Context: an optimization exercise on an open-source flow, tuned for small area and few clock cycles. The choices shown serve that exercise and are no tape-out recipe. In this exercise RTL edits were held to simulation tests only and were not proved equivalent to the original. Power and IR drop assume default switching activity.

==> flow/design.v <==
`timescale 1ns/1ps
package axi_read_pkg;
    typedef logic [31:0] axi_addr_t;     
    typedef logic [63:0] axi_data_t;     
    typedef logic [7:0]  axi_len_t;      
    typedef enum logic [2:0] {
        SIZE_1B, SIZE_2B, SIZE_4B, SIZE_8B,
        SIZE_16B, SIZE_32B, SIZE_64B, SIZE_128B
    } axi_size_e;
    typedef enum logic [1:0] {FIXED = 2'd0, INCR = 2'd1, WRAP = 2'd2} axi_burst_e;
    typedef enum logic [2:0] {
        IDLE, LINE_ADDR, LINE_BURST, WAIT_ROOM, FRAME_REQ, FRAME_UPDATE, RESYNC
    } fetch_state_e;
endpackage
`timescale 1ns/1ps
package video_stream_pkg;
    typedef logic [7:0] vid_byte_t;
    typedef struct packed {
        logic        sof;    
        logic [63:0] data;
    } tagged_beat_t;
    typedef logic [$clog2(16 + 1) - 1:0] fifo_level_t;
endpackage
`timescale 1ns/1ps
module uvc_frame_reader (
    input  logic                        axi_clk,
    input  logic                        rst_n,
    input  axi_read_pkg::axi_addr_t     frame_buffer_addr_i,
    output logic                        next_frame_buffer_request_o,
    output axi_read_pkg::axi_addr_t     araddr_o,
    output axi_read_pkg::axi_len_t      arlen_o,
    output axi_read_pkg::axi_size_e     arsize_o,
    output axi_read_pkg::axi_burst_e    arburst_o,
    output logic                        arvalid_o,
    input  logic                        arready_i,
    input  axi_read_pkg::axi_data_t     rdata_i,
    input  logic                        rvalid_i,
    output logic                        rready_o,
    input  logic                        vf_sof_i,
    input  logic                        uvc_ready_i,
    output logic                        vf_valid_o,
    output video_stream_pkg::vid_byte_t vf_byte_o
);
    localparam int S  = 4;           
    localparam int PW = $clog2(S);
    localparam int CW = $clog2(S + 1);
    logic [63:0]   slot_q [0:S-1];
    logic [PW-1:0] wp_q, rp_q;
    logic [CW-1:0] cnt_q, cnt_d;       
    logic [CW-1:0] pend_q, pend_d;     
    logic [3:0]    fbeat_q;            
    logic [2:0]    idx_q;              
    logic [1:0]    line_q;             
    logic          arvalid_q, arvalid_d;
    logic          flush_q, flush_d;   
    logic          req_q;
    logic take, release_slot, mismatch, accept, write;
    assign arlen_o   = axi_read_pkg::axi_len_t'((16 / 4) - 1);
    assign arsize_o  = axi_read_pkg::SIZE_8B;
    assign arburst_o = axi_read_pkg::INCR;
    assign rready_o  = 1'b1;
    assign araddr_o  = {frame_buffer_addr_i[31:11] +
                        (32 - 11)'(line_q),
                        frame_buffer_addr_i[11-1:0]};
    assign arvalid_o = arvalid_q;
    assign next_frame_buffer_request_o = req_q;
    assign vf_valid_o = (cnt_q != '0);
    assign vf_byte_o  = slot_q[rp_q][idx_q*8 +: 8];
    assign take         = vf_valid_o && uvc_ready_i;
    assign release_slot = take && (idx_q == 3'd7);
    assign mismatch     = take && vf_sof_i && ((fbeat_q != '0) || (idx_q != '0));
    assign accept       = arvalid_q && arready_i;
    assign write        = rvalid_i && !flush_q;
    always_comb
    begin
        pend_d = pend_q - CW'(rvalid_i) + (accept ? CW'((16 / 4)) : '0);
        if (mismatch)
        begin
            cnt_d     = '0;
            flush_d   = (pend_d != '0);
            arvalid_d = 1'b0;
        end
        else
        begin
            cnt_d     = cnt_q + CW'(write) - CW'(release_slot);
            flush_d   = flush_q && (pend_d != '0);
            if (arvalid_q)
                arvalid_d = !arready_i;
            else
                arvalid_d = !flush_d &&
                            ((cnt_d + pend_d) <= CW'(S - (16 / 4)));
        end
    end
    always_ff @(posedge axi_clk or negedge rst_n)
    begin
        if (!rst_n)
        begin
            cnt_q     <= '0;
            pend_q    <= '0;
            wp_q      <= '0;
            rp_q      <= '0;
            fbeat_q   <= '0;
            idx_q     <= '0;
            line_q    <= '0;
            arvalid_q <= 1'b1;
            flush_q   <= 1'b0;
            req_q     <= 1'b0;
        end
        else
        begin
            cnt_q     <= cnt_d;
            pend_q    <= pend_d;
            arvalid_q <= arvalid_d;
            flush_q   <= flush_d;
            req_q     <= accept && (line_q == 2'd3);
            if (mismatch)
            begin
                wp_q    <= '0;
                rp_q    <= '0;
                fbeat_q <= '0;
                idx_q   <= '0;
                line_q  <= '0;
            end
            else
            begin
                if (write)
                    wp_q <= (wp_q == PW'(S - 1)) ? '0 : wp_q + 1'b1;
                if (release_slot)
                begin
                    rp_q    <= (rp_q == PW'(S - 1)) ? '0 : rp_q + 1'b1;
                    fbeat_q <= fbeat_q + 1'b1;
                end
                if (take)
                    idx_q <= idx_q + 1'b1;
                if (accept)
                    line_q <= line_q + 1'b1;
            end
        end
    end
    always_ff @(posedge axi_clk)
    begin
        if (write)
            slot_q[wp_q] <= rdata_i;
    end
endmodule
make LEC_CHECK=0 CAP_MARGIN=20 CORE_MARGIN=2 CORE_UTILIZATION=40 SLEW_MARGIN=20 finish   # period 5.0 ns
run.sh (not shown) runs the stock make flow with config.mk's settings and CLKGATE_MAP_FILE= SYNTH_SCRIPT=/design/flow/synth_recipe.tcl, a recipe that flattens the netlist after the stock synthesis.
Testbench counts at the start, summed over its fixed seeds: cycles 20,447.
==> next run, changes <==
--- a/flow/design.v
+++ b/flow/design.v
@@ -39,11 +39,11 @@
     input  logic                        vf_sof_i,
     input  logic                        uvc_ready_i,
     output logic                        vf_valid_o,
     output video_stream_pkg::vid_byte_t vf_byte_o
 );
-    localparam int S  = 4;           
+    localparam int S  = 5;           
     localparam int PW = $clog2(S);
     localparam int CW = $clog2(S + 1);
     logic [63:0]   slot_q [0:S-1];
     logic [PW-1:0] wp_q, rp_q;
     logic [CW-1:0] cnt_q, cnt_d;       
Result:
- wire length rises by 42%
- setup slack gets better by 0.068 ns
- die area rises by 24%
- final cell count rises by 30%
- total power rises by 28%
- fmax rises by 1.5%
- combinational power rises by 32%
- clock skew rises by 0.011 ns
- final area rises by 23%
Testbench counts after the change, summed over its fixed seeds: cycles 17,461.

what the ideal ports hide:
In the flow no input, the clock included, has a driving cell. The finished layouts below were timed again as built, in two steps.
Step 1 assumes that a clkbuf_16 drives the clock port and a buf_2 every other input.
Step 2 also shifts input and output timing later by t, the mid clock arrival at the registers, as if the neighbouring blocks saw the same clock.
Slacks: ideal ports / drivers / drivers and shift; pairs: ideal ports / drivers.
run | t, ns | setup WS [ns] | worst hold slack (ns) | latest minus earliest clock arrival (ns)
the first run | 0.579 | 0.405 / 0.378 / 0.378 | 0.427 / 0.406 / 0.561 | 0.010 / 0.011
the second run | 0.572 | 0.473 / 0.441 / 0.441 | 0.537 / 0.537 / 0.537 | 0.024 / 0.024
After both steps setup and hold are still met in every run listed. For the second run, which loses most, drivers alone change the setup slack by -0.032 ns; drivers and shift together by -0.032 ns.
